This design comes from an exercise in tuning for small area on the open sky130 flow, not from production work. Only simulation tests tie the RTL to the original design; equivalence was not proved. Power and IR drop assume default switching activity.

File: design/flow/flow/run.sh
#!/bin/bash
# The standard layout with two changes: clock tree synthesis adds no dummy
# loads, and the port buffers are the smallest buffer. CTS_ARGS repeats
# config.mk's CTS_* values, which it replaces.
set -euo pipefail
export CTS_ARGS="-sink_clustering_enable -repair_clock_nets -sink_clustering_size 20 -sink_clustering_max_diameter 50 -buf_list sky130_fd_sc_hd__clkbuf_8 -dont_use_dummy_load"
export BUFFER_PORTS_ARGS="-buffer_cell sky130_fd_sc_hd__buf_1"
bash standard.sh > standard_flow.log 2>&1
File: design/flow/standard.sh
#!/bin/bash
# synth_recipe.tcl (not shown) runs the flow's synth.tcl, then flattens the netlist and writes it again
# the make line also repeats each setting of config.mk as NAME=value (left out here)
make -C /OpenROAD-flow-scripts/flow DESIGN_CONFIG=/design/flow/config.mk WORK_HOME=/design/flow/orfs CLKGATE_MAP_FILE= SYNTH_SCRIPT=/design/flow/synth_recipe.tcl "${@:-finish}"
File: design/flow/config.mk
export PLATFORM = sky130hd
export DESIGN_NAME = shooter_top
export DESIGN_NICKNAME = shooter_top
export VERILOG_FILES = /design/flow/design.v
export SDC_FILE = /design/flow/constraint.sdc
export NUM_CORES = 4
export LEC_CHECK = 0
export CAP_MARGIN = 20
export CORE_MARGIN = 2
export CORE_UTILIZATION = 60
export CTS_BUF_LIST = sky130_fd_sc_hd__clkbuf_8
export CTS_CLUSTER_DIAMETER = 50
export CTS_CLUSTER_SIZE = 20
export SLEW_MARGIN = 20
File: design/flow/constraint.sdc
create_clock -name core_clock -period 20.0 [get_ports {CLK}]
set_input_delay 4.0000 -clock core_clock [delete_from_list [all_inputs] [get_ports {CLK}]]
set_output_delay 4.0000 -clock core_clock [all_outputs]
set_load 0.01 [all_outputs]
File: design/flow/design.v
`default_nettype none
package shooter_pkg;
	typedef logic [3:0] heading_t;    
	typedef logic [8:0] dist_t;       
	typedef logic [3:0] points_t;
	typedef logic [19:0] bcd_score_t;
	typedef enum logic [1:0] {
		WPN_SPREAD,    
		WPN_TRIPLE,    
		WPN_CANNON     
	} weapon_t;
	typedef enum logic [1:0] {
		EN_BRUTE,
		EN_RAIDER,
		EN_DART,
		EN_TITAN
	} enemy_t;
	typedef enum logic [2:0] {
		ST_IDLE,
		ST_FIRE,
		ST_SPAWN,
		ST_MOVE,
		ST_SWEEP,
		ST_DONE
	} step_state_t;
	localparam int SCORE_DIGITS = 5;
	localparam dist_t RANGE_AXIS = 9'd240;    
	localparam dist_t RANGE_DIAG = 9'd340;    
	localparam dist_t RANGE_SKEW = 9'd260;    
	localparam dist_t BREACH_DIST = 9'd15;
	localparam logic [15:0] SPAWN_SEED = 16'hace1;
endpackage
`default_nettype wire
`timescale 1ns/1ns
`default_nettype none
import shooter_pkg::*;
module pilot_controls
(
	input  logic     CLK,
	input  logic     RESET,
	input  logic     fire,             
	input  logic     rotate_cw,
	input  logic     rotate_ccw,
	input  logic     weapon_switch,
	input  logic     fire_take,        
	output shooter_pkg::heading_t heading,
	output logic [1:0]weapon,
	output logic     fire_pending
);
	logic [3:0] sync_a;       
	logic [3:0] sync_b;
	logic [3:0] sync_prev;    
	logic [3:0] press;
	always_ff @(posedge CLK) begin
		if (RESET) begin
			sync_a <= '1;           
			sync_b <= '1;
			sync_prev <= '1;
		end else begin
			sync_a <= {weapon_switch, rotate_ccw, rotate_cw, fire};
			sync_b <= sync_a;
			sync_prev <= sync_b;
		end
	end
	assign press = sync_prev & ~sync_b;    
	function automatic logic [1:0] next_weapon(logic [1:0] w);
		case (w)
			WPN_SPREAD: next_weapon = WPN_TRIPLE;
			WPN_TRIPLE: next_weapon = WPN_CANNON;
			default:    next_weapon = WPN_SPREAD;
		endcase
	endfunction
	always_ff @(posedge CLK) begin
		if (RESET) begin
			heading <= '0;
			weapon <= WPN_SPREAD;
			fire_pending <= 1'b0;
		end else begin
			heading <= heading + {3'd0, press[2]} - {3'd0, press[1]};
			if (press[3])
				weapon <= next_weapon(weapon);
			if (press[0])
				fire_pending <= 1'b1;    
			else if (fire_take)
				fire_pending <= 1'b0;
		end
	end
endmodule
`default_nettype wire
`timescale 1ns/1ns
`default_nettype none
module step_sequencer
(
	input  logic       CLK,
	input  logic       RESET,
	output logic [5:0] tick_cnt,
	output logic       started,      
	output logic       step_done
);
	always_ff @(posedge CLK) begin
		if (RESET) begin
			tick_cnt <= '0;
			started <= 1'b0;
		end else begin
			tick_cnt <= tick_cnt + 1'b1;
			if (tick_cnt == 6'd63)
				started <= 1'b1;
		end
	end
	assign step_done = started && (tick_cnt == 6'd23);
endmodule
`default_nettype wire
`timescale 1ns/1ns
`default_nettype none
module bullet_pool
(
	input  logic       CLK,
	input  logic [5:0] tick_cnt,
	input  logic       started,
	input  logic       fire_take,
	input  logic [1:0] weapon,
	input  logic [3:0] heading,
	input  logic       hit,
	output logic       probe_valid,
	output logic [3:0] probe_heading,
	output logic [8:0] probe_dist,
	output logic [1:0] probe_weapon
);
	localparam int NA = 16;
	localparam int NB = 4;
	localparam logic [7:0] DOOMED = 8'd64;
	logic [11:0] ring_a [NA];
	logic [11:0] ring_b [NB];
	logic [3:0] shot_head;
	logic [1:0] shot_wpn;
	logic [2:0] kidx;       
	logic        sweep;
	logic        in_b;
	logic [11:0] cur;
	logic [7:0]  code;
	logic        fill;
	logic [7:0]  pcode;
	logic        last;
	logic [7:0]  ncode;
	logic [11:0] wr;
	function automatic logic [3:0] shot_ofs(logic [2:0] k);
		case (k)
			3'd0:    shot_ofs = 4'd2;
			3'd1:    shot_ofs = 4'd14;
			3'd2:    shot_ofs = 4'd1;
			3'd3:    shot_ofs = 4'd15;
			default: shot_ofs = 4'd0;
		endcase
	endfunction
	function automatic logic [2:0] first_shot(logic [1:0] w);
		case (w)
			2'd0:    first_shot = 3'd0;
			2'd1:    first_shot = 3'd2;
			default: first_shot = 3'd4;
		endcase
	endfunction
	function automatic logic [7:0] first_code(logic [1:0] w);
		case (w)
			2'd0:    first_code = 8'd1;
			2'd1:    first_code = 8'd65;
			default: first_code = 8'd161;
		endcase
	endfunction
	function automatic logic [1:0] code_wpn(logic [7:0] c);
		if (c[7] && (c[6] || c[5]))
			code_wpn = 2'd2;
		else if (c[7] || c[6])
			code_wpn = 2'd1;
		else
			code_wpn = 2'd0;
	endfunction
	function automatic logic [8:0] code_dist(logic [7:0] c);
		case (code_wpn(c))
			2'd0:    code_dist = 9'(7 * {3'd0, c[5:0]});
			2'd1:    code_dist = 9'(5 * {1'b0, c} + 192);
			default: code_dist = 9'({c[6:0], 2'b00} + 9'd384);
		endcase
	endfunction
	function automatic logic [8:0] range_of(logic [3:0] h);
		if (h[1:0] == 2'b00)
			range_of = 9'd240;
		else if (!h[0])
			range_of = 9'd340;
		else
			range_of = 9'd260;
	endfunction
	assign sweep = started && (tick_cnt >= 6'd3) && (tick_cnt <= 6'd22);
	assign in_b = (tick_cnt >= 6'd19);
	assign cur = in_b ? ring_b[0] : ring_a[0];
	assign code = cur[11:4];
	assign fill = (code == 8'd0) && (kidx < 3'd5);
	always_comb begin
		if (fill) begin
			probe_valid = sweep;
			probe_heading = shot_head + shot_ofs(kidx);
			pcode = first_code(shot_wpn);
		end else begin
			probe_valid = sweep && (code != 8'd0) && (code != DOOMED);
			probe_heading = cur[3:0];
			pcode = code;
		end
		probe_weapon = code_wpn(pcode);
		probe_dist = code_dist(pcode);
	end
	assign last = (probe_dist >= range_of(probe_heading));
	assign ncode = last ? DOOMED : pcode + 8'd1;
	assign wr = {(probe_valid && !hit) ? ncode : 8'd0, probe_heading};
	always_ff @(posedge CLK) begin
		for (int i = 0; i < NA - 1; i++)
			ring_a[i] <= ring_a[i + 1];
		for (int i = 0; i < NB - 1; i++)
			ring_b[i] <= ring_b[i + 1];
		if (!started) begin
			ring_a[NA - 1] <= {8'd0, ring_a[0][3:0]};
			ring_b[NB - 1] <= {8'd0, ring_b[0][3:0]};
		end else begin
			ring_a[NA - 1] <= (sweep && !in_b) ? wr : ring_a[0];
			ring_b[NB - 1] <= (sweep && in_b) ? wr : ring_b[0];
		end
	end
	always_ff @(posedge CLK) begin
		if (started && tick_cnt == 6'd0) begin
			shot_head <= heading;
			shot_wpn <= weapon;
			kidx <= fire_take ? first_shot(weapon) : 3'd5;
		end else if (sweep && fill) begin
			kidx <= kidx + 3'd1;
		end
	end
endmodule
`default_nettype wire
`timescale 1ns/1ns
`default_nettype none
module enemy_pool
(
	input  logic       CLK,
	input  logic       RESET,
	input  logic [5:0] tick_cnt,
	input  logic       started,
	input  logic       probe_valid,
	input  logic [3:0] probe_heading,
	input  logic [8:0] probe_dist,
	input  logic [1:0] probe_weapon,
	output logic       hit,
	output logic       kill,
	output logic [1:0] kill_type
);
	localparam int N = 8;
	logic [17:0] ring [N];
	logic [15:0] lfsr;
	logic        spawned;
	logic [N-1:0] match;
	logic [N-1:0] sel;
	logic [4:0]   hcode;
	logic [3:0]   health;
	logic [3:0]   damage;
	logic [4:0]   newcode;
	logic [17:0]  wr;
	function automatic logic [1:0] code_type(logic [4:0] c);
		if (c[4])
			code_type = 2'd3;
		else if (!c[3])
			code_type = 2'd0;
		else if (!c[2])
			code_type = 2'd1;
		else
			code_type = 2'd2;
	endfunction
	function automatic logic [3:0] code_health(logic [4:0] c);
		if (c[4])
			code_health = c[3:0];
		else if (!c[3])
			code_health = {1'b0, c[2:0]};
		else
			code_health = {2'b00, c[1:0]};
	endfunction
	function automatic logic [4:0] spawn_code(logic [1:0] t);
		case (t)
			2'd0:    spawn_code = 5'b00110;
			2'd1:    spawn_code = 5'b01011;
			2'd2:    spawn_code = 5'b01110;
			default: spawn_code = 5'b11111;
		endcase
	endfunction
	function automatic logic [3:0] enemy_speed(logic [1:0] t);
		case (t)
			2'd0:    enemy_speed = 4'd3;
			2'd1:    enemy_speed = 4'd4;
			2'd2:    enemy_speed = 4'd5;
			default: enemy_speed = 4'd1;
		endcase
	endfunction
	function automatic logic [8:0] range_of(logic [3:0] h);
		if (h[1:0] == 2'b00)
			range_of = 9'd240;
		else if (!h[0])
			range_of = 9'd340;
		else
			range_of = 9'd260;
	endfunction
	function automatic logic le9(logic [8:0] a, logic [8:0] b);
		logic gt;
		gt = 1'b0;
		for (int i = 0; i < 9; i++)
			gt = (a[i] & ~b[i]) | (a[i] & gt) | (~b[i] & gt);
		le9 = ~gt;
	endfunction
	always_comb begin
		logic [2:0] start;
		logic       found;
		start = 3'(-tick_cnt[2:0]);    
		for (int p = 0; p < N; p++)
			match[p] = probe_valid && (ring[p][17:13] != 5'd0) &&
				(ring[p][12:9] == probe_heading) && le9(ring[p][8:0], probe_dist);
		begin
			logic [N-1:0] hi;
			logic [N-1:0] pick;
			for (int i = 0; i < N; i++)
				hi[i] = match[i] && (3'(i) >= start);
			pick = (hi != '0) ? hi : match;
			for (int i = 0; i < N; i++) begin
				sel[i] = pick[i];
				for (int j = 0; j < i; j++)
					if (pick[j])
						sel[i] = 1'b0;
			end
			found = (match != '0);
		end
		hit = found;
		hcode = '0;
		for (int p = 0; p < N; p++)
			if (sel[p])
				hcode = hcode | ring[p][17:13];
	end
	always_comb begin
		case (probe_weapon)
			2'd0:    damage = 4'd2;
			2'd1:    damage = 4'd3;
			default: damage = 4'd9;
		endcase
	end
	assign health = code_health(hcode);
	assign kill = hit && (damage >= health);
	assign kill_type = code_type(hcode);
	assign newcode = kill ? 5'd0 : 5'(hcode - {1'b0, damage});
	always_comb begin
		logic       spawn;
		logic [4:0] c;
		logic [3:0] h;
		logic [8:0] d;
		spawn = (ring[0][17:13] == 5'd0) && !spawned;
		c = spawn ? spawn_code(lfsr[5:4]) : ring[0][17:13];
		h = spawn ? lfsr[3:0] : ring[0][12:9];
		d = spawn ? range_of(lfsr[3:0]) : ring[0][8:0];
		wr = {(d < 9'd15) ? 5'd0 : c, h, 9'(d - {5'd0, enemy_speed(code_type(c))})};
	end
	logic pass;
	assign pass = (tick_cnt[5:3] == 3'd3);    
	always_ff @(posedge CLK) begin
		for (int p = 0; p < N - 1; p++) begin
			ring[p] <= ring[p + 1];
			if (sel[p + 1])
				ring[p][17:13] <= newcode;
		end
		if (sel[0])
			ring[N - 1] <= {newcode, ring[0][12:0]};
		else if (pass)
			ring[N - 1] <= wr;
		else if (!started && !tick_cnt[5])
			ring[N - 1] <= {5'd0, ring[0][12:0]};
		else
			ring[N - 1] <= ring[0];
	end
	always_ff @(posedge CLK) begin
		if (tick_cnt == 6'd23)
			spawned <= 1'b0;
		else if (pass && ring[0][17:13] == 5'd0)
			spawned <= 1'b1;
	end
	always_ff @(posedge CLK) begin
		if (RESET)
			lfsr <= 16'hace1;
		else if (tick_cnt == 6'd31)
			lfsr <= {lfsr[14:0], lfsr[15] ^ lfsr[13] ^ lfsr[12] ^ lfsr[10]};
	end
endmodule
`default_nettype wire
`timescale 1ns/1ns
`default_nettype none
module score_keeper
(
	input  logic        CLK,
	input  logic        RESET,
	input  logic        fire_take,
	input  logic        kill,
	input  logic [1:0]  kill_type,
	output logic [19:0] score_bcd
);
	function automatic logic [4:0] bcd_inc(logic [3:0] d, logic c);
		logic t;
		t = c & d[0];
		bcd_inc[0] = d[0] ^ c;
		bcd_inc[1] = d[1] ^ (t & ~d[3]);
		bcd_inc[2] = d[2] ^ (t & d[1]);
		bcd_inc[3] = d[3] ^ (t & (d[3] | (d[1] & d[2])));
		bcd_inc[4] = t & d[3];
	endfunction
	logic [3:0] add_units;
	logic       add_tens;
	logic [4:0] s0;
	logic       c0;
	logic [3:0] d0;
	logic [4:0] i1a;
	logic [4:0] i1b;
	logic [4:0] i2;
	logic [4:0] i3;
	logic [4:0] i4;
	always_comb begin
		add_tens = 1'b0;
		if (kill) begin
			case (kill_type)
				2'd0: add_units = 4'd6;
				2'd1: add_units = 4'd3;
				2'd2: add_units = 4'd2;
				default: begin
					add_units = 4'd5;
					add_tens = 1'b1;
				end
			endcase
		end else begin
			add_units = {3'd0, fire_take};
		end
	end
	assign s0 = {1'b0, score_bcd[3:0]} + {1'b0, add_units};
	assign c0 = (s0 >= 5'd10);
	assign d0 = c0 ? 4'(s0 + 5'd6) : s0[3:0];
	assign i1a = bcd_inc(score_bcd[7:4], add_tens);
	assign i1b = bcd_inc(i1a[3:0], c0);
	assign i2 = bcd_inc(score_bcd[11:8], i1a[4] | i1b[4]);
	assign i3 = bcd_inc(score_bcd[15:12], i2[4]);
	assign i4 = bcd_inc(score_bcd[19:16], i3[4]);
	always_ff @(posedge CLK) begin
		if (RESET)
			score_bcd <= '0;
		else
			score_bcd <= {i4[3:0], i3[3:0], i2[3:0], i1b[3:0], d0};
	end
endmodule
`default_nettype wire
`timescale 1ns/1ns
`default_nettype none
module shooter_top #(
	parameter int TICK_CYCLES = 64,
	parameter int BULLET_SLOTS = 20,
	parameter int ENEMY_SLOTS = 8
) (
	input  logic                   CLK,
	input  logic                   RESET,
	input  logic                   fire,
	input  logic                   rotate_cw,
	input  logic                   rotate_ccw,
	input  logic                   weapon_switch,
	output shooter_pkg::heading_t  heading,
	output logic [1:0] weapon,
	output shooter_pkg::bcd_score_t score_bcd,
	output logic                   kill,
	output logic [1:0]  kill_type,
	output logic                   step_done
);
	logic       fire_pending;
	logic       fire_take;
	logic [5:0] tick_cnt;
	logic       started;
	logic       probe_valid;
	logic [3:0] probe_heading;
	logic [8:0] probe_dist;
	logic [1:0] probe_weapon;
	logic       hit;
	pilot_controls u_pilot_controls (
		.CLK(CLK), .RESET(RESET),
		.fire(fire), .rotate_cw(rotate_cw), .rotate_ccw(rotate_ccw),
		.weapon_switch(weapon_switch), .fire_take(fire_take),
		.heading(heading), .weapon(weapon), .fire_pending(fire_pending)
	);
	step_sequencer u_step_sequencer (
		.CLK(CLK), .RESET(RESET),
		.tick_cnt(tick_cnt), .started(started), .step_done(step_done)
	);
	assign fire_take = started && (tick_cnt == 6'd0) && fire_pending;
	bullet_pool u_bullet_pool (
		.CLK(CLK), .tick_cnt(tick_cnt), .started(started),
		.fire_take(fire_take), .weapon(weapon), .heading(heading), .hit(hit),
		.probe_valid(probe_valid), .probe_heading(probe_heading),
		.probe_dist(probe_dist), .probe_weapon(probe_weapon)
	);
	enemy_pool u_enemy_pool (
		.CLK(CLK), .RESET(RESET), .tick_cnt(tick_cnt), .started(started),
		.probe_valid(probe_valid), .probe_heading(probe_heading),
		.probe_dist(probe_dist), .probe_weapon(probe_weapon),
		.hit(hit), .kill(kill), .kill_type(kill_type)
	);
	score_keeper u_score_keeper (
		.CLK(CLK), .RESET(RESET),
		.fire_take(fire_take), .kill(kill), .kill_type(kill_type),
		.score_bcd(score_bcd)
	);
endmodule
`default_nettype wire
==> reports/qor.txt, run 1 <==
outcome -> complete, no violations
Total Power -> 1.41 mW
crit-path max FO -> 20
Critical Path Source Type -> flip-flop
syn nets -> 1702
initial antenna violation count -> 0
Clk pin slew, worst setup/hold paths -> 0.11 ns
RSZ-0062 raised after global routing -> no
finished layout cell area -> 18200 sq um
Synth cell types -> 112
CTS tree -> done
Post-Syn Instances -> 1613
most frequent cells in the layout -> 447 x dfxtp_1, 155 x nand2_1, 84 x nor2_1
Antenna Violating Nets Remaining -> 0
clk buf depth -> 3
maximum clock rate -> 0.0662 GHz
Final setup viols -> 0
Crit-path slowest cell -> o31ai_2
Layout Skew -> 0.0713 ns
Slew @ Worst Pin -> 1.01 ns
VDD IR max -> 57.5 uV
sequential-to-total area share from yosys stat -> 0.536
CP arrival -> 11.11 ns
DRT Pass-1 Iters -> 5
total die area -> 30100 sq um
most common cell after layout, fill and taps aside -> dfxtp_1
Post-synth EDFFs -> 9
area delta synth->final -> 5.50%
Detailed Route WL -> 37400 um
Ant. Diodes -> 0
Setup crit end kind -> primary output
num ports -> 36
layout cell share with drive strength beyond 1 -> 0.0932
Mapped Area -> 17200 sq um
Final Core Density -> 0.648
largest net degree at the start of global routing -> 63
DRC errors left -> 0
Crit path buffers/inverters -> 6
HP Class -> flip-flop to flip-flop
PostCTS Resize Cnt -> 0
DP Area -> 17600 sq um
Setup Crit Path Kind -> flip-flop to primary output
DPL Wire Length -> 27100 um
Buffers on Ports -> 35
Nets -> 1733
Core Box Area -> 28000 sq um
worst skew pair latency -> 0.58 ns
Num CTS Buffers -> 39
Async SR Flop Fraction -> 0
routed vias/inst -> 5.83
detailed router's first-iteration violation count -> 938
CTS H-tree lvls -> 2
total gr overflow -> 0
leakage power total -> 7.51 nW
Max Cap Violations -> 0
CP required -> 16.00 ns
Rel. slew slack -> 0.326
row cnt -> 61
Ys Warns -> 8
delay-heaviest family, CP -> compound AO/OA/AOI/OAI gates
Clock Tree Root -> clkbuf_8
CP max stage delay -> 0.84 ns
Initial Util -> 0.614
Die H -> 173 um
Final Cycle Share -> 0.756
vias in the first global route -> 11000
Power Density -> 77.6 nW/um^2
total number of vias -> 11800
# fillers -> 2328
clock sink count -> 456
Tmin final -> 15.11 ns
Most used DFF post-synth -> dfxtp_1
die width -> 173 um
postcts setup bufs -> 0
first-pass GRT wire length -> 59200 um
setup_tns -> 0 ns
drt wl/cell -> 18.5 um
GP Congestion -> 0.913
final slew viol count -> 0
Synth Register Bits -> 456
GRT Util Overall -> 0.246
Hold Fails Final Rpt -> 0
post-cts hold buffer count -> 0
syn_area_per_cell -> 10.7 sq um
## metal layers
layer	part of all wire	GRT usage	vias to the layer above
li1	-	-	5712
met1	0.48	0.362	5636
met2	0.43	0.371	362
met3	0.058	0.0399	70
met4	0.026	0.0749	0
met5	0	0	-
## logic make-up (layout without fill, tap and decap cells)
| logic type | count (synthesis) | count (layout) | synth area share |
|---|---|---|---|
| adders and majority gates | 89 | 89 | 0.0700 |
| muxes | 52 | 52 | 0.0330 |
| DFF | 456 | 456 | 0.536 |
| buffers and inverters | 134 | 163 | 0.0333 |
| AOI/OAI and AO/OA | 345 | 345 | 0.155 |
| xor gates and xnor gates | 65 | 65 | 0.0340 |
| and+or+nand+nor | 472 | 472 | 0.139 |
## state kept, by name (all words and copies together), names as in the netlist
register	flops
u_step_sequencer.tick_cnt	6
u_bullet_pool.shot_head	4
u_enemy_pool.lfsr	16
u_bullet_pool.kidx	3
u_pilot_controls.sync_prev	4
u_pilot_controls.sync_b	4
u_pilot_controls.fire_pending	1
u_bullet_pool.ring_a	192
u_enemy_pool.spawned	1
u_enemy_pool.ring	144
u_pilot_controls.weapon	2
u_step_sequencer.started	1
u_bullet_pool.ring_b	48
u_bullet_pool.shot_wpn	2
u_score_keeper.score_bcd	20
u_pilot_controls.heading	4
u_pilot_controls.sync_a	4
## cell usage after synthesis (24+ instances only)
cell      count  area, sq um
inv_1        76          285
nor3_1       26          130
nand3_1      34          170
o21ai_0      55          275
nand2_1     155          582
xor2_1       31          272
nor2_1       84          315
mux2_2       24          270
clkbuf_1     29          109
mux2i_1      25          250
nor2b_1      38          238
dfxtp_1     447         8950
ha_1         69          863
a21oi_1      72          360
xnor2_1      33          289
## layout make-up
cell class	instances	area [sq um]	area share
clock buffers	39	537	0.0296
well taps	378	473	0.0261
repair buffers	43	195	0.0108
multi-input cells	1023	7430	0.409
flip-flops and latches	456	9220	0.508
inverters	81	304	0.0167
## final timing paths
check	to	startpoint	slack [ns]	cells past startpoint
worst max-delay path	kill	u_step_sequencer.tick_cnt[0]	4.89	34
worst min-delay path	u_bullet_pool.ring_b[2][10]	u_bullet_pool.ring_b[3][10]	0.28	0
worst max register to register	u_score_keeper.score_bcd[17]	u_step_sequencer.tick_cnt[0]	5.87	52
worst min register to register	u_bullet_pool.ring_b[2][10]	u_bullet_pool.ring_b[3][10]	0.28	0
## metrics by stage
stage / hold WS [ns] / setup WS [ns] / cells
6_report: 0.277 / 4.89 / 2020
2_1_floorplan: 0.310 / 7.44 / 1613
5_1_grt: 0.267 / 3.97 / 2020
3_3_place_gp: 0.310 / 5.94 / 1981
4_1_cts: 0.274 / 4.94 / 2020
3_5_place_dp: 0.312 / 5.62 / 1981
## power by group
| part | internal, mW | total, mW | leakage, nW | switching [mW] |
|---|---|---|---|---|
| clock | 0.175 | 0.448 | 0.280 | 0.273 |
| sequential | 0.918 | 0.928 | 3.69 | 0.00939 |
| combinational | 0.0130 | 0.0323 | 3.54 | 0.0193 |
| total | 1.11 | 1.41 | 7.51 | 0.302 |
==> inputs of run 2 (changes only) <==
==> design/flow/flow/run.sh (replaced) <==
#!/bin/bash
# The standard layout with two changes: clock tree synthesis adds no dummy
# loads, and the port buffers are the smallest buffer. CTS_ARGS repeats
# config.mk's CTS_* values, which it replaces.
set -euo pipefail
export CTS_ARGS="-sink_clustering_enable -repair_clock_nets -sink_clustering_size 32 -sink_clustering_max_diameter 80 -buf_list sky130_fd_sc_hd__clkbuf_16 -dont_use_dummy_load"
export BUFFER_PORTS_ARGS="-buffer_cell sky130_fd_sc_hd__buf_1"
bash standard.sh > standard_flow.log 2>&1
==> run 2 against run 1 <==
Compared with the run above: critical path type unchanged; global-route usage down 0.41 points; setup slack better by 0.023 ns; still clean on timing, DRC and antenna; sequential cell count unchanged; clock power down 4%; final cell count down 0.99%; critical path depth unchanged.
==> reports/qor.txt, run 2 <==
Core Box Area -> 28000 sq um (unchanged)
most frequent cells in the layout -> 447 x dfxtp_1, 155 x nand2_1, 84 x nor2_1
setup_tns -> 0 ns (unchanged)
sequential-to-total area share from yosys stat -> 0.536 (unchanged)
num ports -> 36 (unchanged)
Hold Slack -> 0.297 ns (+0.0195 ns)
HP Start -> u_bullet_pool.ring_a[15][5]
Nets -> 1713 (-1.2%)
min setup slack post-route -> 4.91 ns (+0.0235 ns)
layout cell share with drive strength beyond 1 -> 0.0820 (-0.0112)
CTS tree -> done
Die H -> 173 um (unchanged)
most common cell after layout, fill and taps aside -> dfxtp_1
worst slack at placement -> 5.62 ns (unchanged)
Clk pin slew, worst setup/hold paths -> 0.11 ns (about the same)
clock sink count -> 456 (unchanged)
CP arrival -> 11.09 ns (-0.02 ns)
Synth cell types -> 112 (unchanged)
Clock Tree Root -> clkbuf_16
Final setup viols -> 0 (unchanged)
Total Power -> 1.39 mW (-1.2%)
Layout Skew -> 0.0574 ns (-0.0139 ns)
Hold Path Sink -> u_bullet_pool.ring_a[14][5]
final slew viol count -> 0 (unchanged)
Hold Path Stages -> 0 (unchanged)
leakage power total -> 7.46 nW (-0.63%)
Setup crit end kind -> primary output
post-synth top area cell -> dfxtp_1
synth top area cells -> dfxtp_1 52%, ha_1 5.0%, nand2_1 3.4%
worst skew pair latency -> 0.54 ns (-0.04 ns)
met2 usage -> 0.373 (+0.00250)
Final Cycle Share -> 0.755 (-0.00117)
Crit. Startpoint -> u_step_sequencer.tick_cnt[0]
reg2reg path depth -> 52 (unchanged)
Buffers on Ports -> 35 (unchanged)
die width -> 173 um (unchanged)
Hold Fails Final Rpt -> 0 (unchanged)
drt wl/cell -> 18.5 um (about the same)
VDD IR max -> 59.1 uV (+2.7%)
Max Cap Violations -> 0 (unchanged)
syn_area_per_cell -> 10.7 sq um (unchanged)
post-cts hold buffer count -> 0 (unchanged)
Power Density -> 76.9 nW/um^2 (-0.83%)
largest register by flop count -> u_bullet_pool.ring_a
grt peak-use layer -> met2
outcome -> complete, no violations
initial antenna violation count -> 0 (unchanged)
Final Core Density -> 0.646 (-0.00228)
Async SR Flop Fraction -> 0 (unchanged)
routed vias/inst -> 5.83 (about the same)
Ys Warns -> 8 (unchanged)
Regs by FF count -> u_bullet_pool.ring_a: 192 flops, u_enemy_pool.ring: 144 flops, u_bullet_pool.ring_b: 48 flops
Setup Crit Path Kind -> flip-flop to primary output
Crit-path slowest cell -> o31ai_2
Antenna Violating Nets Remaining -> 0 (unchanged)
met3 usage -> 0.0325 (-0.00746)
Tmin final -> 15.09 ns (-0.0235 ns)
Post-synth EDFFs -> 9 (unchanged)
CP max stage delay -> 0.84 ns (about the same)
crit-path max FO -> 20 (unchanged)
Ant. Diodes -> 0 (unchanged)
Post-Syn Instances -> 1613 (unchanged)
area delta synth->final -> 5.13%
Detailed Route WL -> 37000 um (-1.0%)
met1 Use GR -> 0.360 (-0.00272)
FF-to-FF End -> u_score_keeper.score_bcd[17]
DRT Pass-1 Iters -> 6 (+1)
reg-to-reg slack, setup -> 5.89 ns (+0.02 ns)
Slew @ Worst Pin -> 1.01 ns (+0.00165 ns)
largest net degree at the start of global routing -> 63 (unchanged)
post-placement cell count -> 1981 (unchanged)
most common library cells after synthesis -> 447 x dfxtp_1, 155 x nand2_1, 84 x nor2_1, 76 x inv_1, 72 x a21oi_1
total die area -> 30100 sq um (unchanged)
row cnt -> 61 (unchanged)
CTS H-tree lvls -> 1 (-1)
DP Area -> 17600 sq um (unchanged)
Crit Reg-Reg Startpoint -> u_step_sequencer.tick_cnt[0]
number of flip-flops in the largest register -> 192 (unchanged)
Num CTS Buffers -> 19 (-51%)
DPL Wire Length -> 27100 um (unchanged)
Synth Register Bits -> 456 (unchanged)
GP Congestion -> 0.913 (unchanged)
fin cells -> 2000 (-0.99%)
RSZ-0062 raised after global routing -> no
postcts setup bufs -> 0 (unchanged)
Most used DFF post-synth -> dfxtp_1
total gr overflow -> 0 (unchanged)
HP Class -> flip-flop to flip-flop
PostCTS Resize Cnt -> 0 (unchanged)
clk buf depth -> 3 (unchanged)
GRT Util Overall -> 0.242 (-0.00410)
Initial Util -> 0.614 (unchanged)
Mapped Area -> 17200 sq um (unchanged)
syn nets -> 1702 (unchanged)
Synth top area share -> 0.520 (unchanged)
finished layout cell area -> 18100 sq um (-0.35%)
Rel. slew slack -> 0.324 (-0.00111)
first-pass GRT wire length -> 58500 um (-1.1%)
Critical Path Source Type -> flip-flop
DRC errors left -> 0 (unchanged)
maximum clock rate -> 0.0663 GHz (+0.16%)
most common cell in the netlist -> dfxtp_1
detailed router's first-iteration violation count -> 816 (-13%)
total number of vias -> 11700 (-1.1%)
vias in the first global route -> 10900 (-1.3%)
CP required -> 16.00 ns (about the same)
==> run 2: cell counts after synthesis <==
No cell type changed its count.
==> run 2: worst max-delay path: cells and delay by family (launching register included) <==
family | cells | cell delay, ns
adders and majority gates | 6 | 2.13
and+or+nand+nor | 7 | 2.24
AOI/OAI and AO/OA | 14 | 4.88
buffers and inverters | 6 | 0.69
xor gates and xnor gates | 1 | 0.22
DFF | 1 | 0.38
==> run 2: worst max path at each step <==
stage,slack [ns],to,cells after the start
6_report,4.91,kill,34
5_1_grt,3.99,kill,34
4_1_cts,4.96,kill,34
3_5_place_dp,5.62,kill,34
3_3_place_gp,5.94,kill,34
2_1_floorplan,7.44,kill,39
==> run 2: cell type report <==
type                       instances  area (sq um)
sequential                       456          9220
tap                              378           473
timing repair buffer              43           193
clock buffer                      19           475
multi-input combinational       1023          7430
fill                            2325          9920
inverter                          81           304
==> run 2: metal layers <==
metal | vias to the layer above | wire (um)
met4 | 0 | 777
met5 | - | 0
li1 | 5668 | -
met3 | 56 | 2050
met1 | 5596 | 18000
met2 | 336 | 16200
==> run 2: report_power, final <==
part	switching, mW	internal (mW)
Combinational	0.0193	0.0129
Clock	0.259	0.172
Sequential	0.00932	0.918
Total	0.288	1.10
==> run 2: kinds of logic after synthesis <==
family                     count (synthesis)  share of synthesized area
muxes                                     52                     0.0330
AOI/OAI and AO/OA                        345                      0.155
and+or+nand+nor                          472                      0.139
DFF                                      456                      0.536
buffers and inverters                    134                     0.0333
adders and majority gates                 89                     0.0700
xor gates and xnor gates                  65                     0.0340
==> inputs of run 3 (changes only) <==
==> design/flow/config.mk (replaced) <==
export PLATFORM = sky130hd
export DESIGN_NAME = shooter_top
export DESIGN_NICKNAME = shooter_top
export VERILOG_FILES = /design/flow/design.v
export SDC_FILE = /design/flow/constraint.sdc
export NUM_CORES = 4
export LEC_CHECK = 0
export CAP_MARGIN = 20
export CORE_MARGIN = 2
export CORE_UTILIZATION = 75
export CTS_BUF_LIST = sky130_fd_sc_hd__clkbuf_16
export CTS_CLUSTER_DIAMETER = 80
export CTS_CLUSTER_SIZE = 32
export SLEW_MARGIN = 20
==> run 3 against run 2 <==
Compared with the run above: first-iteration DRC count up 57%; sequential power about the same; utilization up 15 points; synthesized cell count stayed put; total power grew 0.12%; critical endpoint unchanged; clock power is essentially flat.
==> reports/qor.txt, run 3 <==
post-cts hold buffer count -> 0 (unchanged)
layout cell share with drive strength beyond 1 -> 0.0814 (-0.000566)
Max Cap Violations -> 0 (unchanged)
synth top area cells -> dfxtp_1 52%, ha_1 5.0%, nand2_1 3.4%
DRC errors left -> 0 (unchanged)
Final Cycle Share -> 0.758 (+0.00328)
most frequent cells in the layout -> 447 x dfxtp_1, 155 x nand2_1, 84 x nor2_1
first-pass GRT wire length -> 61300 um (+4.8%)
postcts setup bufs -> 0 (unchanged)
total gr overflow -> 0 (unchanged)
most common library cells after synthesis -> 447 x dfxtp_1, 155 x nand2_1, 84 x nor2_1, 76 x inv_1, 72 x a21oi_1
largest register by flop count -> u_bullet_pool.ring_a
die width -> 155 um (-10%)
initial antenna violation count -> 3 (+3)
syn_area_per_cell -> 10.7 sq um (unchanged)
DPL Wire Length -> 28000 um (+3.1%)
VDD IR max -> 84.0 uV (+42%)
drt wl/cell -> 20.4 um (+10%)
DRT Pass-1 Iters -> 6 (unchanged)
Detailed Route WL -> 38900 um (+5.1%)
GP Congestion -> 0.902 (-1.3%)
clock sink count -> 456 (unchanged)
maximum clock rate -> 0.0660 GHz (-0.43%)
Async SR Flop Fraction -> 0 (unchanged)
leakage power total -> 7.45 nW (about the same)
Core Box Area -> 22600 sq um (-19%)
Num CTS Buffers -> 19 (unchanged)
setup_tns -> 0 ns (unchanged)
GRT Util Overall -> 0.322 (+0.0806)
met3 usage -> 0.0518 (+0.0194)
number of flip-flops in the largest register -> 192 (unchanged)
Hold Fails Final Rpt -> 0 (unchanged)
Regs by FF count -> u_bullet_pool.ring_a: 192 flops, u_enemy_pool.ring: 144 flops, u_bullet_pool.ring_b: 48 flops
Hold Slack -> 0.291 ns (-0.00536 ns)
crit-path max FO -> 20 (unchanged)
num ports -> 36 (unchanged)
worst slack at placement -> 5.61 ns (-0.00503 ns)
post-placement cell count -> 1887 (-4.7%)
HP Class -> flip-flop to flip-flop
largest net degree at the start of global routing -> 63 (unchanged)
most common cell in the netlist -> dfxtp_1
fin cells -> 1906 (-4.7%)
Nets -> 1712 (-0.058%)
Initial Util -> 0.762 (+0.148)
most common cell after layout, fill and taps aside -> dfxtp_1
Die H -> 155 um (-10%)
CTS H-tree lvls -> 1 (unchanged)
total die area -> 24200 sq um (-20%)
vias in the first global route -> 11400 (+5.0%)
sequential-to-total area share from yosys stat -> 0.536 (unchanged)
Most used DFF post-synth -> dfxtp_1
Layout Skew -> 0.0538 ns (-0.00358 ns)
DP Area -> 17500 sq um (-0.76%)
Post-Syn Instances -> 1613 (unchanged)
Ant. Diodes -> 0 (unchanged)
CP arrival -> 11.16 ns (+0.07 ns)
syn nets -> 1702 (unchanged)
Setup Crit Path Kind -> flip-flop to primary output
Crit-path slowest cell -> o31ai_2
Synth Register Bits -> 456 (unchanged)
min setup slack post-route -> 4.84 ns (-0.0655 ns)
Buffers on Ports -> 35 (unchanged)
CP max stage delay -> 0.82 ns (-0.02 ns)
finished layout cell area -> 18000 sq um (-0.74%)
clk buf depth -> 3 (unchanged)
met1 Use GR -> 0.439 (+0.0790)
PostCTS Resize Cnt -> 0 (unchanged)
Critical Path Source Type -> flip-flop
Clk pin slew, worst setup/hold paths -> 0.11 ns (about the same)
total number of vias -> 12100 (+3.6%)
area delta synth->final -> 4.35%
Final setup viols -> 0 (unchanged)
row cnt -> 55 (-9.8%)
Tmin final -> 15.16 ns (+0.0655 ns)
RSZ-0062 raised after global routing -> no
Slew @ Worst Pin -> 1.02 ns (+0.00988 ns)
CP required -> 16.00 ns (about the same)
Antenna Violating Nets Remaining -> 0 (unchanged)
routed vias/inst -> 6.33 (+8.7%)
Clock Tree Root -> clkbuf_16
Setup crit end kind -> primary output
worst skew pair latency -> 0.55 ns (about the same)
Mapped Area -> 17200 sq um (unchanged)
grt peak-use layer -> met2
Synth top area share -> 0.520 (unchanged)
Synth cell types -> 112 (unchanged)
Post-synth EDFFs -> 9 (unchanged)
Rel. slew slack -> 0.322 (-0.00255)
Ys Warns -> 8 (unchanged)
final slew viol count -> 0 (unchanged)
outcome -> complete, no violations
detailed router's first-iteration violation count -> 1278 (+57%)
met2 usage -> 0.525 (+0.152)
Power Density -> 77.6 nW/um^2 (+0.87%)
CTS tree -> done
post-synth top area cell -> dfxtp_1
==> run 3: cell count changes in the layout (fill, tap and decap cells not counted) <==
cell	previous run	this run
buf_4	8	7
o311ai_2	0	1
o311ai_4	3	2
==> run 3: power breakdown <==
group          total (mW)  internal (mW)  leakage (nW)  switching (mW)
Sequential          0.928          0.918          3.69         0.00969
Combinational      0.0324         0.0129          3.53          0.0195
Clock               0.433          0.172         0.234           0.261
Total                1.39           1.10          7.45           0.290
==> run 3: layer usage <==
layer / wire length (um) / share of wire / vias up
met2: 18100 / 0.47 / 519
met1: 16400 / 0.42 / 5785
met4: 1410 / 0.036 / 2
met3: 2980 / 0.077 / 90
met5: 10 / 0.00026 / -
li1: - / - / 5675
==> run 3: cells by family after synthesis <==
| family | Yosys count | share of synthesized area |
|---|---|---|
| adders and majority gates | 89 | 0.0700 |
| and+or+nand+nor | 472 | 0.139 |
| xor gates and xnor gates | 65 | 0.0340 |
| muxes | 52 | 0.0330 |
| AOI/OAI and AO/OA | 345 | 0.155 |
| DFF | 456 | 0.536 |
| buffers and inverters | 134 | 0.0333 |
==> run 3: cell type report <==
class	instances	area (sq um)
Multi-Input combinational cell	1023	7420
Inverter	81	304
Timing Repair Buffer	42	185
Sequential cell	456	9220
Clock buffer	19	475
Tap cell	285	357
Fill cell	1401	4620
==> run 3: stage by stage <==
| stage | util | power, mW |
|---|---|---|
| global route | 0.796 | 1.43 |
| CTS | 0.796 | 1.40 |
| global placement | 0.774 | 0.978 |
| floorplan | - | 0.969 |
| finish | 0.796 | 1.39 |
| detailed placement | 0.774 | 0.980 |
==> run 3: path summary, 6_finish.rpt <==
| check | from | endpoint | slack [ns] | cells past startpoint |
|---|---|---|---|---|
| worst max-delay path | u_step_sequencer.tick_cnt[0] | kill | 4.84 | 34 |
| worst min-delay path | u_bullet_pool.ring_b[1][6] | u_bullet_pool.ring_b[0][6] | 0.29 | 0 |
| worst max register to register | u_step_sequencer.tick_cnt[0] | u_score_keeper.score_bcd[17] | 5.71 | 52 |
| worst min register to register | u_bullet_pool.ring_b[1][6] | u_bullet_pool.ring_b[0][6] | 0.29 | 0 |
==> run 3: worst max-delay path, delay by kind of cell (launching register included) <==
family | cells | cell delay (ns)
AOI/OAI and AO/OA | 15 | 5.19
and+or+nand+nor | 7 | 2.25
adders and majority gates | 5 | 1.82
buffers and inverters | 6 | 0.69
DFF | 1 | 0.39
xor gates and xnor gates | 1 | 0.22
==> inputs of run 4 (changes only) <==
--- a/design/flow/config.mk
+++ b/design/flow/config.mk
@@ -7,7 +7,7 @@
 export LEC_CHECK = 0
 export CAP_MARGIN = 20
 export CORE_MARGIN = 2
-export CORE_UTILIZATION = 75
+export CORE_UTILIZATION = 60
 export CTS_BUF_LIST = sky130_fd_sc_hd__clkbuf_16
 export CTS_CLUSTER_DIAMETER = 80
 export CTS_CLUSTER_SIZE = 32
==> run 4 against run 3 <==
Compared with the run above: still clean on timing, DRC and antenna; via count shrank 3.4%; clock power is essentially flat; total power shrank 0.12%; final cell count grew 4.9%; final area grew 0.75%; critical path depth is the same; non-clock buffer count grew 1; clock skew grew 0.0036 ns; die area grew 24%; synthesized area is the same; combinational power is essentially flat; critical path type unchanged; largest power group unchanged.
==> reports/qor.txt, run 4 <==
delay-heaviest family, CP -> compound AO/OA/AOI/OAI gates
Core Box Area -> 28000 sq um (+24%)
min setup slack post-route -> 4.91 ns (+0.0655 ns)
Die H -> 173 um (+12%)
synth top area cells -> dfxtp_1 52%, ha_1 5.0%, nand2_1 3.4%
row cnt -> 61 (+11%)
Layout Skew -> 0.0574 ns (+0.00358 ns)
Antenna Violating Nets Remaining -> 0 (unchanged)
GRT Util Overall -> 0.242 (-0.0806)
worst skew pair latency -> 0.54 ns (about the same)
postcts setup bufs -> 0 (unchanged)
Synth Register Bits -> 456 (unchanged)
sequential share of power -> 0.667 (about the same)
vias in the first global route -> 10900 (-4.8%)
most common cell after layout, fill and taps aside -> dfxtp_1
CTS tree -> done
CP arrival -> 11.09 ns (-0.07 ns)
Regs by FF count -> u_bullet_pool.ring_a: 192 flops, u_enemy_pool.ring: 144 flops, u_bullet_pool.ring_b: 48 flops
total number of vias -> 11700 (-3.4%)
combinational share of power -> 0.023 (about the same)
Setup Crit Path Kind -> flip-flop to primary output
Synth top area share -> 0.520 (unchanged)
Mapped Area -> 17200 sq um (unchanged)
worst slack at placement -> 5.62 ns (+0.00503 ns)
routed vias/inst -> 5.83 (-8.0%)
DRT Pass-1 Iters -> 6 (unchanged)
outcome -> complete, no violations
Ant. Diodes -> 0 (unchanged)
CP required -> 16.00 ns (about the same)
Post-synth EDFFs -> 9 (unchanged)
clock sink count -> 456 (unchanged)
syn_area_per_cell -> 10.7 sq um (unchanged)
maximum clock rate -> 0.0663 GHz (+0.43%)
largest register by flop count -> u_bullet_pool.ring_a
clk buf depth -> 3 (unchanged)
Switching Power -> 288 uW (-0.58%)
Clk pin slew, worst setup/hold paths -> 0.11 ns (about the same)
RSZ-0062 raised after global routing -> no
Final setup viols -> 0 (unchanged)
Critical Path Source Type -> flip-flop
Crit-path slowest cell -> o31ai_2
Detailed Route WL -> 37000 um (-4.9%)
DPL Wire Length -> 27100 um (-3.0%)
first-pass GRT wire length -> 58500 um (-4.6%)
area delta synth->final -> 5.13%
sequential-to-total area share from yosys stat -> 0.536 (unchanged)
leakage power total -> 7.46 nW (about the same)
Rel. slew slack -> 0.324 (+0.00255)
post-cts hold buffer count -> 0 (unchanged)
GP Congestion -> 0.913 (+1.3%)
num ports -> 36 (unchanged)
Nets -> 1713 (+0.058%)
crit-path max FO -> 20 (unchanged)
Max Cap Violations -> 0 (unchanged)
setup_tns -> 0 ns (unchanged)
total die area -> 30100 sq um (+24%)
Crit path buffers/inverters -> 6 (unchanged)
Slew @ Worst Pin -> 1.01 ns (-0.00988 ns)
CTS H-tree lvls -> 1 (unchanged)
Final Cycle Share -> 0.755 (-0.00328)
Int Power -> 1.10 mW (about the same)
CP max stage delay -> 0.84 ns (+0.02 ns)
Num CTS Buffers -> 19 (unchanged)
most frequent cells in the layout -> 447 x dfxtp_1, 155 x nand2_1, 84 x nor2_1
Most used DFF post-synth -> dfxtp_1
Initial Util -> 0.614 (-0.148)
die width -> 173 um (+12%)
Power Density -> 76.9 nW/um^2 (-0.86%)
Buffers on Ports -> 35 (unchanged)
initial antenna violation count -> 0 (-3)
Hold Fails Final Rpt -> 0 (unchanged)
syn nets -> 1702 (unchanged)
Post-Syn Instances -> 1613 (unchanged)
final slew viol count -> 0 (unchanged)
Async SR Flop Fraction -> 0 (unchanged)
Synth cell types -> 112 (unchanged)
Ys Warns -> 8 (unchanged)
post-synth top area cell -> dfxtp_1
Clock Tree Root -> clkbuf_16
detailed router's first-iteration violation count -> 816 (-36%)
Tmin final -> 15.09 ns (-0.0655 ns)
drt wl/cell -> 18.5 um (-9.3%)
HP Class -> flip-flop to flip-flop
total gr overflow -> 0 (unchanged)
most common cell in the netlist -> dfxtp_1
DRC errors left -> 0 (unchanged)
PostCTS Resize Cnt -> 0 (unchanged)
Setup crit end kind -> primary output
Sw Ratio -> 0.207 (-0.000963)
largest net degree at the start of global routing -> 63 (unchanged)
VDD IR max -> 59.1 uV (-30%)
Clock power frac -> 0.310 (about the same)
layout cell share with drive strength beyond 1 -> 0.0820 (+0.000566)
number of flip-flops in the largest register -> 192 (unchanged)
most common library cells after synthesis -> 447 x dfxtp_1, 155 x nand2_1, 84 x nor2_1, 76 x inv_1, 72 x a21oi_1
## run 4: cell type report
cell class | instances | area (sq um)
inverter | 81 | 304
multi-input combinational | 1023 | 7430
fill | 2325 | 9920
tap | 378 | 473
clock buffer | 19 | 475
timing repair buffer | 43 | 193
sequential | 456 | 9220
## run 4: stage by stage
step / total power, mW / util / instance area [sq um] / std cells / hold WS [ns]
floorplan: 0.969 / - / 17200 / 1613 / 0.310
global placement: 0.979 / 0.629 / 17600 / 1981 / 0.310
detailed placement: 0.980 / 0.629 / 17600 / 1981 / 0.312
CTS: 1.40 / 0.646 / 18100 / 2000 / 0.297
global route: 1.44 / 0.646 / 18100 / 2000 / 0.299
finish: 1.39 / 0.646 / 18100 / 2000 / 0.297
## run 4: kinds of logic after synthesis
logic type | count (synthesis) | synth area share
and+or+nand+nor | 472 | 0.139
adders and majority gates | 89 | 0.0700
AOI/OAI and AO/OA | 345 | 0.155
xor gates and xnor gates | 65 | 0.0340
DFF | 456 | 0.536
buffers and inverters | 134 | 0.0333
muxes | 52 | 0.0330
## run 4: worst register-to-register path, delay by kind of cell (launching register included)
kind	cells	cell delay [ns]
flip-flops	1	0.38
buffers and inverters	7	0.74
XOR/XNOR	2	0.35
AO/OA/AOI/OAI	18	5.83
AND/OR/NAND/NOR	12	2.81
adder cells (fa/ha/maj)	13	3.87
## run 4: power groups by stage
stage                     Clock [mW]  Combinational (mW)  Sequential (mW)
after CTS                      0.440              0.0323            0.928
after detailed placement           0              0.0319            0.948
after global placement             0              0.0311            0.948
after floorplan                    0              0.0240            0.945
after global routing           0.473              0.0357            0.929
final                          0.431              0.0323            0.928
## run 4: path summary, 6_finish.rpt
kind | start | endpoint | slack, ns | cells after the start
worst max-delay path | u_step_sequencer.tick_cnt[0] | kill | 4.91 | 34
worst min-delay path | u_bullet_pool.ring_a[15][5] | u_bullet_pool.ring_a[14][5] | 0.30 | 0
worst max register to register | u_step_sequencer.tick_cnt[0] | u_score_keeper.score_bcd[17] | 5.89 | 52
worst min register to register | u_bullet_pool.ring_a[15][5] | u_bullet_pool.ring_a[14][5] | 0.30 | 0
## run 4: layer usage
layer,part of all wire,vias to the layer above,wire length [um],GRT usage
li1,-,5668,-,-
met3,0.055,56,2050,0.0325
met2,0.44,336,16200,0.373
met5,0,-,0,0
met4,0.021,0,777,0.0579
met1,0.49,5596,18000,0.360
==> inputs of run 5 (changes only) <==
==> design/flow/flow/run.sh (replaced) <==
#!/bin/bash
# The standard layout with two changes: clock tree synthesis adds no dummy
# loads, and the port buffers are the smallest buffer. CTS_ARGS repeats
# config.mk's CTS_* values, which it replaces.
set -euo pipefail
export CTS_ARGS="-sink_clustering_enable -repair_clock_nets -sink_clustering_size 6 -sink_clustering_max_diameter 30 -buf_list sky130_fd_sc_hd__clkbuf_2 -dont_use_dummy_load"
export BUFFER_PORTS_ARGS="-buffer_cell sky130_fd_sc_hd__buf_1"
bash standard.sh > standard_flow.log 2>&1
==> run 5 against run 4 <==
Compared with the run above: still clean; total power shrank 1.0%; non-clock buffer count unchanged; register-to-register slack got worse by 0.02 ns; final cell count increased by 4.0%; sequential power about the same; sequential cell count did not move.
==> reports/qor.txt, run 5 <==
outcome -> complete, no violations
post-cts hold buffer count -> 0 (unchanged)
Core Box Area -> 28000 sq um (unchanged)
row cnt -> 61 (unchanged)
worst skew pair latency -> 0.94 ns (+0.40 ns)
maximum clock rate -> 0.0645 GHz (-2.7%)
most common cell in the netlist -> dfxtp_1
PostCTS Resize Cnt -> 0 (unchanged)
detailed router's first-iteration violation count -> 901 (+10%)
CTS tree -> done
Critical Path Source Type -> flip-flop
initial antenna violation count -> 1 (+1)
vias in the first global route -> 11600 (+6.6%)
Hold Slack -> 0.196 ns (-0.101 ns)
clk buf depth -> 3 (unchanged)
CP max stage delay -> 0.84 ns (about the same)
multi-input logic area -> 7430 sq um (unchanged)
GRT Util Overall -> 0.251 (+0.00921)
DRT Pass-1 Iters -> 6 (unchanged)
first-pass GRT wire length -> 60300 um (+3.1%)
reg-to-reg slack, setup -> 5.87 ns (-0.02 ns)
CP arrival -> 11.51 ns (+0.42 ns)
Num CTS Buffers -> 97 (+78)
clock sink count -> 456 (unchanged)
Ys Warns -> 8 (unchanged)
GP Congestion -> 0.913 (unchanged)
setup_tns -> 0 ns (unchanged)
Detailed Route WL -> 37700 um (+1.9%)
Tmin final -> 15.51 ns (+0.417 ns)
Storage cell area -> 9220 sq um (unchanged)
Setup Crit Path Kind -> flip-flop to primary output
final slew viol count -> 0 (unchanged)
die width -> 173 um (unchanged)
CTS H-tree lvls -> 3 (+2)
Slew @ Worst Pin -> 1.01 ns (-0.00196 ns)
synth top area cells -> dfxtp_1 52%, ha_1 5.0%, nand2_1 3.4%
VDD IR max -> 63.4 uV (+7.3%)
Hold Fails Final Rpt -> 0 (unchanged)
leakage power total -> 7.63 nW (+2.3%)
RSZ-0062 raised after global routing -> no
Setup crit end kind -> primary output
sequential-to-total area share from yosys stat -> 0.536 (unchanged)
Regs by FF count -> u_bullet_pool.ring_a: 192 flops, u_enemy_pool.ring: 144 flops, u_bullet_pool.ring_b: 48 flops
Power Density -> 76.1 nW/um^2 (-1.1%)
largest register by flop count -> u_bullet_pool.ring_a
HP Class -> flip-flop to flip-flop
most common library cells after synthesis -> 447 x dfxtp_1, 155 x nand2_1, 84 x nor2_1, 76 x inv_1, 72 x a21oi_1
most frequent cells in the layout -> 447 x dfxtp_1, 155 x nand2_1, 97 x clkbuf_2
largest net degree at the start of global routing -> 63 (unchanged)
Final setup viols -> 0 (unchanged)
DPL Wire Length -> 27100 um (unchanged)
Post-synth EDFFs -> 9 (unchanged)
layout cell share with drive strength beyond 1 -> 0.124 (+0.0421)
total gr overflow -> 0 (unchanged)
CP required -> 16.00 ns (about the same)
syn_area_per_cell -> 10.7 sq um (unchanged)
num ports -> 36 (unchanged)
Antenna Violating Nets Remaining -> 0 (unchanged)
Max Cap Violations -> 0 (unchanged)
Layout Skew -> 0.191 ns (+0.133 ns)
post-synth top area cell -> dfxtp_1
Final Cycle Share -> 0.775 (+0.0208)
crit-path max FO -> 20 (unchanged)
total number of vias -> 12000 (+3.2%)
most common cell after layout, fill and taps aside -> dfxtp_1
Async SR Flop Fraction -> 0 (unchanged)
Mapped Area -> 17200 sq um (unchanged)
postcts setup bufs -> 0 (unchanged)
Clock Tree Root -> clkbuf_2
Crit-path slowest cell -> o31ai_2
Clk pin slew, worst setup/hold paths -> 0.11 ns (about the same)
Synth Register Bits -> 456 (unchanged)
area delta synth->final -> 5.21% (about the same)
Most used DFF post-synth -> dfxtp_1
number of flip-flops in the largest register -> 192 (unchanged)
reg2reg path depth -> 52 (unchanged)
Rel. slew slack -> 0.326 (+0.00131)
Die H -> 173 um (unchanged)
DRC errors left -> 0 (unchanged)
total die area -> 30100 sq um (unchanged)
Nets -> 1791 (+4.6%)
Synth top area share -> 0.520 (unchanged)
Hold Path Stages -> 0 (unchanged)
routed vias/inst -> 5.79 (-0.73%)
drt wl/cell -> 18.1 um (-2.0%)
# fillers -> 2364 (+1.7%)
Initial Util -> 0.614 (unchanged)
Synth cell types -> 112 (unchanged)
syn nets -> 1702 (unchanged)
Post-Syn Instances -> 1613 (unchanged)
Buffers on Ports -> 35 (unchanged)
## run 5: cell counts after synthesis
No cell type changed its count.
## run 5: cells by family (layout without fill, tap and decap cells)
logic type / Yosys count / count (layout) / share of synthesized area
and+or+nand+nor: 472 / 472 / 0.139
muxes: 52 / 52 / 0.0330
xor gates and xnor gates: 65 / 65 / 0.0340
buffers and inverters: 134 / 221 / 0.0333
other: 0 / 1 / 0
AOI/OAI and AO/OA: 345 / 345 / 0.155
DFF: 456 / 456 / 0.536
adders and majority gates: 89 / 89 / 0.0700
## run 5: final timing paths
check | to | start
setup / recovery | kill | u_step_sequencer.tick_cnt[0]
hold reg to reg | u_bullet_pool.ring_a[5][1] | u_bullet_pool.ring_a[6][1]
setup reg to reg | u_score_keeper.score_bcd[19] | u_step_sequencer.tick_cnt[0]
hold / removal | u_bullet_pool.ring_a[5][1] | u_bullet_pool.ring_a[6][1]
## run 5: power breakdown
part	switching [mW]	internal (mW)	total, mW
clock network	0.292	0.126	0.417
registers	0.00934	0.918	0.928
logic	0.0193	0.0130	0.0323
## run 5: worst max-delay path, delay by kind of cell (launching register included)
family / cells / cell delay [ns]
simple gates: 7 / 2.25
fa+ha+maj: 5 / 1.80
buf+inv: 6 / 0.68
flops: 1 / 0.38
compound gates: 15 / 5.23
xor+xnor: 1 / 0.22
## run 5: layout make-up
class / count / area share
antenna: 1 / 0.000138
timing repair buffer: 43 / 0.0108
clock buffer: 97 / 0.0268
tap: 378 / 0.0261
inverter: 81 / 0.0168
multi-input combinational: 1023 / 0.410
sequential: 456 / 0.509
## run 5: routing by layer
metal | global-route usage | vias to the layer above | part of all wire
met1 | 0.355 | 5734 | 0.47
met2 | 0.376 | 368 | 0.44
met4 | 0.0897 | 0 | 0.025
li1 | - | 5852 | -
met5 | 0 | - | 0
met3 | 0.0577 | 74 | 0.064
## run 5: through the flow
stage                util  std cells  worst slack, ns  power [mW]  cell area [sq um]
finish              0.646       2079             4.49        1.38              18100
global route        0.646       2079             3.47        1.45              18100
CTS                 0.646       2078             4.44        1.40              18100
detailed placement  0.629       1981             5.62       0.980              17600
global placement    0.629       1981             5.94       0.979              17600
floorplan               -       1613             7.44       0.969              17200
==> inputs of run 6 (changes only) <==
==> design/flow/flow/run.sh (replaced) <==
#!/bin/bash
# The standard layout with two changes: clock tree synthesis adds no dummy
# loads, and the port buffers are the smallest buffer. CTS_ARGS repeats
# config.mk's CTS_* values, which it replaces.
set -euo pipefail
export CTS_ARGS="-sink_clustering_enable -repair_clock_nets -sink_clustering_size 10 -sink_clustering_max_diameter 40 -buf_list sky130_fd_sc_hd__clkbuf_4 -dont_use_dummy_load"
export BUFFER_PORTS_ARGS="-buffer_cell sky130_fd_sc_hd__buf_1"
bash standard.sh > standard_flow.log 2>&1
--- a/design/flow/config.mk
+++ b/design/flow/config.mk
@@ -8,7 +8,7 @@
 export CAP_MARGIN = 20
 export CORE_MARGIN = 2
 export CORE_UTILIZATION = 60
-export CTS_BUF_LIST = sky130_fd_sc_hd__clkbuf_16
-export CTS_CLUSTER_DIAMETER = 80
-export CTS_CLUSTER_SIZE = 32
+export CTS_BUF_LIST = sky130_fd_sc_hd__clkbuf_8
+export CTS_CLUSTER_DIAMETER = 50
+export CTS_CLUSTER_SIZE = 20
 export SLEW_MARGIN = 20
==> run 6 against run 5 <==
Compared with the run above: combinational power is essentially flat; clock power shrank 5.8%; global-route usage shrank 0.50 points; sequential share of layout area grew 0.18 points; clock skew shrank 0.13 ns; count of clock-buffer cells in the layout shrank 41; critical path depth is the same; maximum frequency grew 1.5%; routed wire length shrank 1.2%; critical path type unchanged; highest routed layer unchanged.
==> reports/qor.txt, run 6 <==
CP arrival -> 11.27 ns (-0.24 ns)
first-pass GRT wire length -> 59300 um (-1.7%)
most frequent cells in the layout -> 447 x dfxtp_1, 155 x nand2_1, 84 x nor2_1
most common cell in the netlist -> dfxtp_1
Ys Warns -> 8 (unchanged)
syn nets -> 1702 (unchanged)
Detailed Route WL -> 37300 um (-1.2%)
clock sink count -> 456 (unchanged)
final slew viol count -> 0 (unchanged)
Synth Register Bits -> 456 (unchanged)
leakage power total -> 7.48 nW (-1.9%)
VDD IR max -> 59.9 uV (-5.6%)
Synth top area share -> 0.520 (unchanged)
initial antenna violation count -> 1 (unchanged)
detailed router's first-iteration violation count -> 775 (-14%)
Antenna Violating Nets Remaining -> 0 (unchanged)
GP Congestion -> 0.913 (unchanged)
Buffers on Ports -> 35 (unchanged)
Post-synth EDFFs -> 9 (unchanged)
Die H -> 173 um (unchanged)
largest net degree at the start of global routing -> 63 (unchanged)
Final Cycle Share -> 0.764 (-0.0118)
worst skew pair latency -> 0.72 ns (-0.22 ns)
DPL Wire Length -> 27100 um (unchanged)
CTS tree -> done
Num CTS Buffers -> 56 (-42%)
row cnt -> 61 (unchanged)
vias in the first global route -> 11200 (-3.2%)
total gr overflow -> 0 (unchanged)
Final Core Density -> 0.644 (-0.00232)
Layout Skew -> 0.0635 ns (-0.127 ns)
Mapped Area -> 17200 sq um (unchanged)
Most used DFF post-synth -> dfxtp_1
# fillers -> 2340 (-1.0%)
Critical Path Source Type -> flip-flop
Max Cap Violations -> 0 (unchanged)
drt wl/cell -> 18.3 um (+0.77%)
clk buf depth -> 3 (unchanged)
Hold Slack -> 0.312 ns (+0.116 ns)
most common library cells after synthesis -> 447 x dfxtp_1, 155 x nand2_1, 84 x nor2_1, 76 x inv_1, 72 x a21oi_1
postcts setup bufs -> 0 (unchanged)
DRT Pass-1 Iters -> 5 (-1)
finished layout cell area -> 18000 sq um (-0.36%)
syn_area_per_cell -> 10.7 sq um (unchanged)
total die area -> 30100 sq um (unchanged)
Tmin final -> 15.27 ns (-0.236 ns)
Clock Tree Root -> clkbuf_4
Total Power -> 1.35 mW (-1.8%)
post-cts hold buffer count -> 0 (unchanged)
largest register by flop count -> u_bullet_pool.ring_a
RSZ-0062 raised after global routing -> no
CP required -> 16.00 ns (about the same)
Storage cell area -> 9220 sq um (unchanged)
Post-Syn Instances -> 1613 (unchanged)
layout cell share with drive strength beyond 1 -> 0.102 (-0.0216)
multi-input logic area -> 7430 sq um (unchanged)
maximum clock rate -> 0.0655 GHz (+1.5%)
Async SR Flop Fraction -> 0 (unchanged)
sequential-to-total area share from yosys stat -> 0.536 (unchanged)
Regs by FF count -> u_bullet_pool.ring_a: 192 flops, u_enemy_pool.ring: 144 flops, u_bullet_pool.ring_b: 48 flops
Initial Util -> 0.614 (unchanged)
HP Class -> flip-flop to flip-flop
outcome -> complete, no violations
post-synth top area cell -> dfxtp_1
Nets -> 1750 (-2.3%)
PostCTS Resize Cnt -> 0 (unchanged)
DP Area -> 17600 sq um (unchanged)
DRC errors left -> 0 (unchanged)
crit-path max FO -> 20 (unchanged)
synth top area cells -> dfxtp_1 52%, ha_1 5.0%, nand2_1 3.4%
GRT Util Overall -> 0.246 (-0.00501)
routed vias/inst -> 5.82 (+0.55%)
Clk pin slew, worst setup/hold paths -> 0.09 ns (-0.02 ns)
CP max stage delay -> 0.83 ns (about the same)
Power Density -> 75.0 nW/um^2 (-1.4%)
Core Box Area -> 28000 sq um (unchanged)
Setup Crit Path Kind -> flip-flop to primary output
Slew @ Worst Pin -> 0.991 ns (-0.0140 ns)
area delta synth->final -> 4.84%
CTS H-tree lvls -> 2 (-1)
setup_tns -> 0 ns (unchanged)
number of flip-flops in the largest register -> 192 (unchanged)
most common cell after layout, fill and taps aside -> dfxtp_1
Final setup viols -> 0 (unchanged)
Setup crit end kind -> primary output
Crit-path slowest cell -> o31ai_2
total number of vias -> 11900 (-1.4%)
Hold Fails Final Rpt -> 0 (unchanged)
die width -> 173 um (unchanged)
Rel. slew slack -> 0.335 (+0.00938)
num ports -> 36 (unchanged)
Synth cell types -> 112 (unchanged)
[run 6: changes by cell type in the layout (fill, tap and decap cells not counted)]
| cell | change |
|---|---|
| clkbuf_4 | +56 |
| clkbuf_2 | -97 |
[run 6: cell type report]
type                       instances  area share
antenna                            1    0.000139
clock buffer                      56      0.0233
inverter                          81      0.0169
multi-input combinational       1023       0.412
sequential                       456       0.511
tap                              378      0.0262
timing repair buffer              43      0.0108
[run 6: path summary, 6_finish.rpt]
kind	to	start	depth (start not counted)	slack [ns]
min reg2reg	u_bullet_pool.ring_a[11][2]	u_bullet_pool.ring_a[12][2]	0	0.31
max reg2reg	u_score_keeper.score_bcd[17]	u_step_sequencer.tick_cnt[0]	52	5.89
min	u_bullet_pool.ring_a[11][2]	u_bullet_pool.ring_a[12][2]	0	0.31
max	kill	u_step_sequencer.tick_cnt[0]	34	4.73
[run 6: report_power, final]
group / switching, mW / total [mW] / internal [mW]
Combinational: 0.0195 / 0.0325 / 0.0130
Clock: 0.265 / 0.393 / 0.128
Sequential: 0.00938 / 0.927 / 0.918
Total: 0.293 / 1.35 / 1.06
[run 6: logic make-up after synthesis]
kind of cell / count (synthesis) / synth area share
compound gates: 345 / 0.155
mux: 52 / 0.0330
flops: 456 / 0.536
buf+inv: 134 / 0.0333
simple gates: 472 / 0.139
fa+ha+maj: 89 / 0.0700
xor+xnor: 65 / 0.0340
[run 6: worst max-delay path: cells and delay by family, from the launching register on]
kind / cells / cell delay [ns]
buffers and inverters: 6 / 0.68
adders and majority gates: 5 / 1.80
AOI/OAI and AO/OA: 15 / 5.22
DFF: 1 / 0.37
xor gates and xnor gates: 1 / 0.22
and+or+nand+nor: 7 / 2.26
[run 6: per-stage QoR]
stage / std cells / setup WS [ns]
after CTS: 2037 / 4.77
after floorplan: 1613 / 7.44
after global routing: 2038 / 3.80
after global placement: 1981 / 5.94
final: 2038 / 4.73
after detailed placement: 1981 / 5.62
[run 6: per-layer routing]
metal	wire [um]	track usage	part of all wire	vias to the layer above
met1	17700	0.356	0.47	5655
met3	2370	0.0414	0.063	76
li1	-	-	-	5765
met5	0	0	0	-
met2	16200	0.372	0.43	360
met4	1040	0.0847	0.028	0

re-timing with driven ports:
The results above use ideal ports. As a check the final layouts listed here were re-extracted and re-timed, cells and wires unchanged.
Step 1 sets driving cells, clkbuf_16 on the clock port and buf_2 on the other inputs (assumed; they add their load-dependent delay and slew).
Step 2 times the ports against the registers' clock, not the clock port: input delays grow and output delays shrink by t, the midpoint of the rising clock arrivals with the driver on.
a / b / c = ideal ports / drivers / drivers and shift; a / b = the first two.
| run | t (ns) | setup slack, ns | worst setup path at the end | clock arrival spread, ns |
|---|---|---|---|---|
| run 1 | 0.594 | 4.885 / 4.835 / 5.428 | register to output | 0.071 / 0.071 |
| run 2 | 0.566 | 4.909 / 4.856 / 5.421 | register to output | 0.057 / 0.057 |
| run 3 | 0.573 | 4.843 / 4.791 / 5.363 | register to output | 0.055 / 0.055 |
| run 4 | 0.566 | 4.909 / 4.856 / 5.421 | register to output | 0.057 / 0.057 |
| run 5 | 0.887 | 4.492 / 4.446 / 5.333 | register to output | 0.190 / 0.191 |
| run 6 | 0.730 | 4.728 / 4.684 / 5.414 | register to output | 0.064 / 0.064 |
After both steps every run listed still meets setup and hold.
